Context: an optimization exercise on an open-source flow, tuned for small area. The choices shown serve that exercise and are no tape-out recipe.
In this exercise RTL edits were held to simulation tests only and were not proved equivalent to the original.
Power figures rest on the tool's default switching activity, not on a simulated workload.

// eegFirFilter
module eegFirFilter (
    input logic clk,
    input logic reset,
    input logic [12:0] sampleIn,
    output logic [30:0] filterOut
);
    logic v1, v2, v3, v4;
    logic [4:0] outCount;
    logic [11:0] d1, d2;
    logic [11:0] winIn;
    logic [11:0] w0;
    logic [11:0] w1;
    logic [11:0] w2;
    logic [11:0] w3;
    logic [11:0] w4;
    logic [11:0] w5;
    logic [11:0] w6;
    logic [11:0] w7;
    logic [11:0] w8;
    logic [11:0] w9;
    logic [11:0] w10;
    logic [11:0] w11;
    logic [11:0] w12;
    logic [11:0] w13;
    logic [11:0] w14;
    logic [11:0] w15;
    logic [11:0] w16;
    logic r2_0;
    logic r2_1;
    logic r2_2;
    logic r2_3;
    logic r2_4;
    logic r2_5;
    logic r2_6;
    logic r2_7;
    logic r2_8;
    logic r2_9;
    logic r2_10;
    logic r2_11;
    logic r2_12;
    logic r2_13;
    logic r2_14;
    logic r2_15;
    logic r2_16;
    logic r2_17;
    logic r2_18;
    logic r2_19;
    logic r2_20;
    logic r2_21;
    logic r3_22;
    logic r2_23;
    logic r3_24;
    logic r2_25;
    logic r3_26;
    logic r2_27;
    logic r3_28;
    logic r2_29;
    logic r3_30;
    logic r2_31;
    logic r3_32;
    logic r2_33;
    logic r2_34;
    logic r2_35;
    logic r3_36;
    logic r2_37;
    logic r2_38;
    logic r2_39;
    logic r2_40;
    logic r3_41;
    logic r2_42;
    logic r2_43;
    logic r2_44;
    logic r3_45;
    logic r2_46;
    logic r2_47;
    logic r2_48;
    logic r3_49;
    logic r2_50;
    logic r2_51;
    logic r3_52;
    logic r2_53;
    logic r2_54;
  ...
clock: 6.0 ns
lec_check: 0
abc_area: 0
cap_margin: 20
core_margin: 2
core_utilization: 75
cts_buf_list: sky130_fd_sc_hd__clkbuf_8
cts_cluster_diameter: 60
cts_cluster_size: 14
place_density: 0.85
slew_margin: 20
synth_hierarchical: 1
synth_minimum_keep_size: 0
standard.sh (not shown) runs the stock make flow with config.mk's settings and CLKGATE_MAP_FILE= SYNTH_SCRIPT=/design/flow/synth_recipe.tcl, a recipe that flattens the netlist after the stock synthesis.
==> flow/flow/run.sh <==
#!/bin/bash
# Layout flow: the standard ORFS flow, with the port buffers made from the
# smallest buffer cell (every input and output port still gets its own buffer).
set -euo pipefail
bash standard.sh "BUFFER_PORTS_ARGS=-buffer_cell sky130_fd_sc_hd__buf_1" finish > standard_flow.log 2>&1
Next try:
--- a/flow/config.mk
+++ b/flow/config.mk
@@ -10,7 +10,7 @@
 export CORE_MARGIN = 2
-export CORE_UTILIZATION = 75
+export CORE_UTILIZATION = 85
 export CTS_BUF_LIST = sky130_fd_sc_hd__clkbuf_8
-export CTS_CLUSTER_DIAMETER = 60
-export CTS_CLUSTER_SIZE = 14
-export PLACE_DENSITY = 0.85
+export CTS_CLUSTER_DIAMETER = 70
+export CTS_CLUSTER_SIZE = 16
+export PLACE_DENSITY = 0.92
 export SLEW_MARGIN = 20
Effect: The changed run passed the timing, design-rule and antenna checks; final area stays the same; global-route usage climbs by 14 points; routed wire length increases by 30%; area after synthesis is unchanged; synthesized cell count is unchanged.
Next try:
--- a/flow/config.mk
+++ b/flow/config.mk
@@ -10,3 +10,3 @@
 export CORE_MARGIN = 2
-export CORE_UTILIZATION = 85
+export CORE_UTILIZATION = 75
 export CTS_BUF_LIST = sky130_fd_sc_hd__clkbuf_8
@@ -14,3 +14,4 @@
 export CTS_CLUSTER_SIZE = 16
-export PLACE_DENSITY = 0.92
+export GPL_TIMING_DRIVEN = 0
+export PLACE_DENSITY = 0.85
 export SLEW_MARGIN = 20
Die area rises by 13%.
Via count is lower by 8.1%.
Synthesized cell count does not change.
Final area came out higher by 2.1%.
Power barely changes.
Worst setup slack is better by 0.063 ns.
First-iteration DRC count goes down by 30%.
Wire length went down by 21%.
Register-to-register slack improved by 0.06 ns.
Sequential share of layout area came out lower by 0.76 points.
Non-clock buffer count rose by 27.
Next try:
--- a/flow/config.mk
+++ b/flow/config.mk
@@ -12,6 +12,6 @@
 export CTS_BUF_LIST = sky130_fd_sc_hd__clkbuf_8
-export CTS_CLUSTER_DIAMETER = 70
-export CTS_CLUSTER_SIZE = 16
-export GPL_TIMING_DRIVEN = 0
+export CTS_CLUSTER_DIAMETER = 60
+export CTS_CLUSTER_SIZE = 14
 export PLACE_DENSITY = 0.85
+export SETUP_SLACK_MARGIN = 0.05
 export SLEW_MARGIN = 20
Result:
- design area went down by 2.1%
- critical path depth stays the same
- area after synthesis stays the same
- total power goes down by 2.7%
- utilization went down by 1.7 points
- clock-buffer cell count grows by 3
- clock power is about the same
- via count went down by 2.0%
- final cell count goes down by 1.3%
Next try:
--- a/flow/config.mk
+++ b/flow/config.mk
@@ -15,3 +15,3 @@
 export PLACE_DENSITY = 0.85
-export SETUP_SLACK_MARGIN = 0.05
+export SETUP_SLACK_MARGIN = 0.15
 export SLEW_MARGIN = 20
Clock-buffer cell count is unchanged.
Clock power hardly moves.
Clock skew came out lower by 0.0031 ns.
Final cell count is about the same.
First-iteration DRC count rose by 5.1%.
Setup slack improves by 0.032 ns.
Sequential share of layout area shrinks by 0.16 points.

========
== sierra ==
eegFirFilter again, from the RTL that the note above started with.
## eegFirFilter
module eegFirFilter (
    input logic clk,
    input logic reset,
    input logic [12:0] sampleIn,
    output logic [30:0] filterOut
);
    logic v1, v2, v3, v4;
    logic [4:0] outCount;
    logic [11:0] d1, d2;
    logic [11:0] winIn;
    logic [11:0] w0;
    logic [11:0] w1;
    logic [11:0] w2;
    logic [11:0] w3;
    logic [11:0] w4;
    logic [11:0] w5;
    logic [11:0] w6;
    logic [11:0] w7;
    logic [11:0] w8;
    logic [11:0] w9;
    logic [11:0] w10;
    logic [11:0] w11;
    logic [11:0] w12;
    logic [11:0] w13;
    logic [11:0] w14;
    logic [11:0] w15;
    logic [11:0] w16;
    logic r2_0;
    logic r2_1;
    logic r2_2;
    logic r2_3;
    logic r2_4;
    logic r2_5;
    logic r2_6;
    logic r2_7;
    logic r2_8;
    logic r2_9;
    logic r2_10;
    logic r2_11;
    logic r2_12;
    logic r2_13;
    logic r2_14;
    logic r2_15;
    logic r2_16;
    logic r2_17;
    logic r2_18;
    logic r2_19;
    logic r2_20;
    logic r2_21;
    logic r3_22;
    logic r2_23;
    logic r3_24;
    logic r2_25;
    logic r3_26;
    logic r2_27;
    logic r3_28;
    logic r2_29;
    logic r3_30;
    logic r2_31;
    logic r3_32;
    logic r2_33;
    logic r2_34;
    logic r2_35;
    logic r3_36;
    logic r2_37;
    logic r2_38;
    logic r2_39;
    logic r2_40;
    logic r3_41;
    logic r2_42;
    logic r2_43;
    logic r2_44;
    logic r3_45;
    logic r2_46;
    logic r2_47;
    logic r2_48;
    logic r3_49;
    logic r2_50;
    logic r2_51;
    logic r3_52;
    logic r2_53;
    logic r2_54;
  ...
Settings: LEC_CHECK=0, ABC_AREA=0, CAP_MARGIN=10, CORE_MARGIN=2, CORE_UTILIZATION=75, CTS_BUF_LIST=sky130_fd_sc_hd__clkbuf_8, CTS_CLUSTER_DIAMETER=70, CTS_CLUSTER_SIZE=16, PLACE_DENSITY=0.85, SLEW_MARGIN=10, SYNTH_HIERARCHICAL=1, SYNTH_MINIMUM_KEEP_SIZE=0; clock period 6.0 ns.
Scripts as last shown in full above: flow/flow/run.sh
### sierra -> willow
Settings: changing SLEW_MARGIN from 10 to 20; changing PLACE_DENSITY from 0.85 to 0.75; changing CAP_MARGIN from 10 to 20.
--- outcome ---
- Run comparison: sierra source of the critical timing path w7[0]; willow source of the critical timing path w0[0]
- Compared to sierra, willow has worst setup slack 0.010 ns lower.
- The clock power share of willow and that of sierra are within noise of each other.
- Compared willow vs sierra, and internal portion of total power is up in willow.
## Diff of input files: garnet against willow
Settings: PLACE_DENSITY now 0.85, was 0.75.
--- outcome ---
garnet against willow: area added between synthesis and finish has remained practically unchanged; worst setup slack now larger; global-route track usage on met2 now sits higher. garnet ended with every stage complete and zero timing, DRC or antenna violations. willow | status: complete | timing, DRC, antenna: pass. Against willow, wire length in garnet rose slightly.

## re-timing with driven ports
How much do the figures lean on ideal ports? The routed layouts below were timed once more, with nothing changed but the port constraints. Step 1 (the two cells are an assumption about what drives the block):
set clk [get_ports {clk}]
set_driving_cell -lib_cell sky130_fd_sc_hd__clkbuf_16 $clk
set_driving_cell -lib_cell sky130_fd_sc_hd__buf_2 [delete_from_list [all_inputs] $clk]
Step 2 also shifts input and output timing later by t, the mid clock arrival at the registers, as if the neighbouring blocks saw the same clock. Slacks: ideal ports / drivers / drivers and shift; pairs: ideal ports / drivers.
| run | shift t [ns] | slack for setup (ns) | hold slack, ns | cell pins on the clock port's net |
|---|---|---|---|---|
| the first run of note 1 | 0.614 | 0.151 / 0.151 / 0.151 | 0.311 / 0.311 / 0.311 | 1 |
| the second run of note 1 | 0.645 | 0.037 / 0.037 / 0.037 | 0.335 / 0.335 / 0.335 | 1 |
| the third run of note 1 | 0.623 | 0.101 / 0.101 / 0.101 | 0.334 / 0.334 / 0.334 | 1 |
| the fourth run of note 1 | 0.614 | 0.181 / 0.181 / 0.181 | 0.310 / 0.310 / 0.310 | 1 |
| the fifth run of note 1 | 0.611 | 0.213 / 0.213 / 0.213 | 0.313 / 0.313 / 0.313 | 1 |
| sierra | 0.617 | 0.142 / 0.142 / 0.142 | 0.329 / 0.329 / 0.329 | 1 |
| willow | 0.627 | 0.131 / 0.131 / 0.131 | 0.332 / 0.332 / 0.332 | 1 |
| garnet | 0.617 | 0.142 / 0.142 / 0.142 | 0.329 / 0.329 / 0.329 | 1 |
After both steps setup and hold are still met in every run listed.
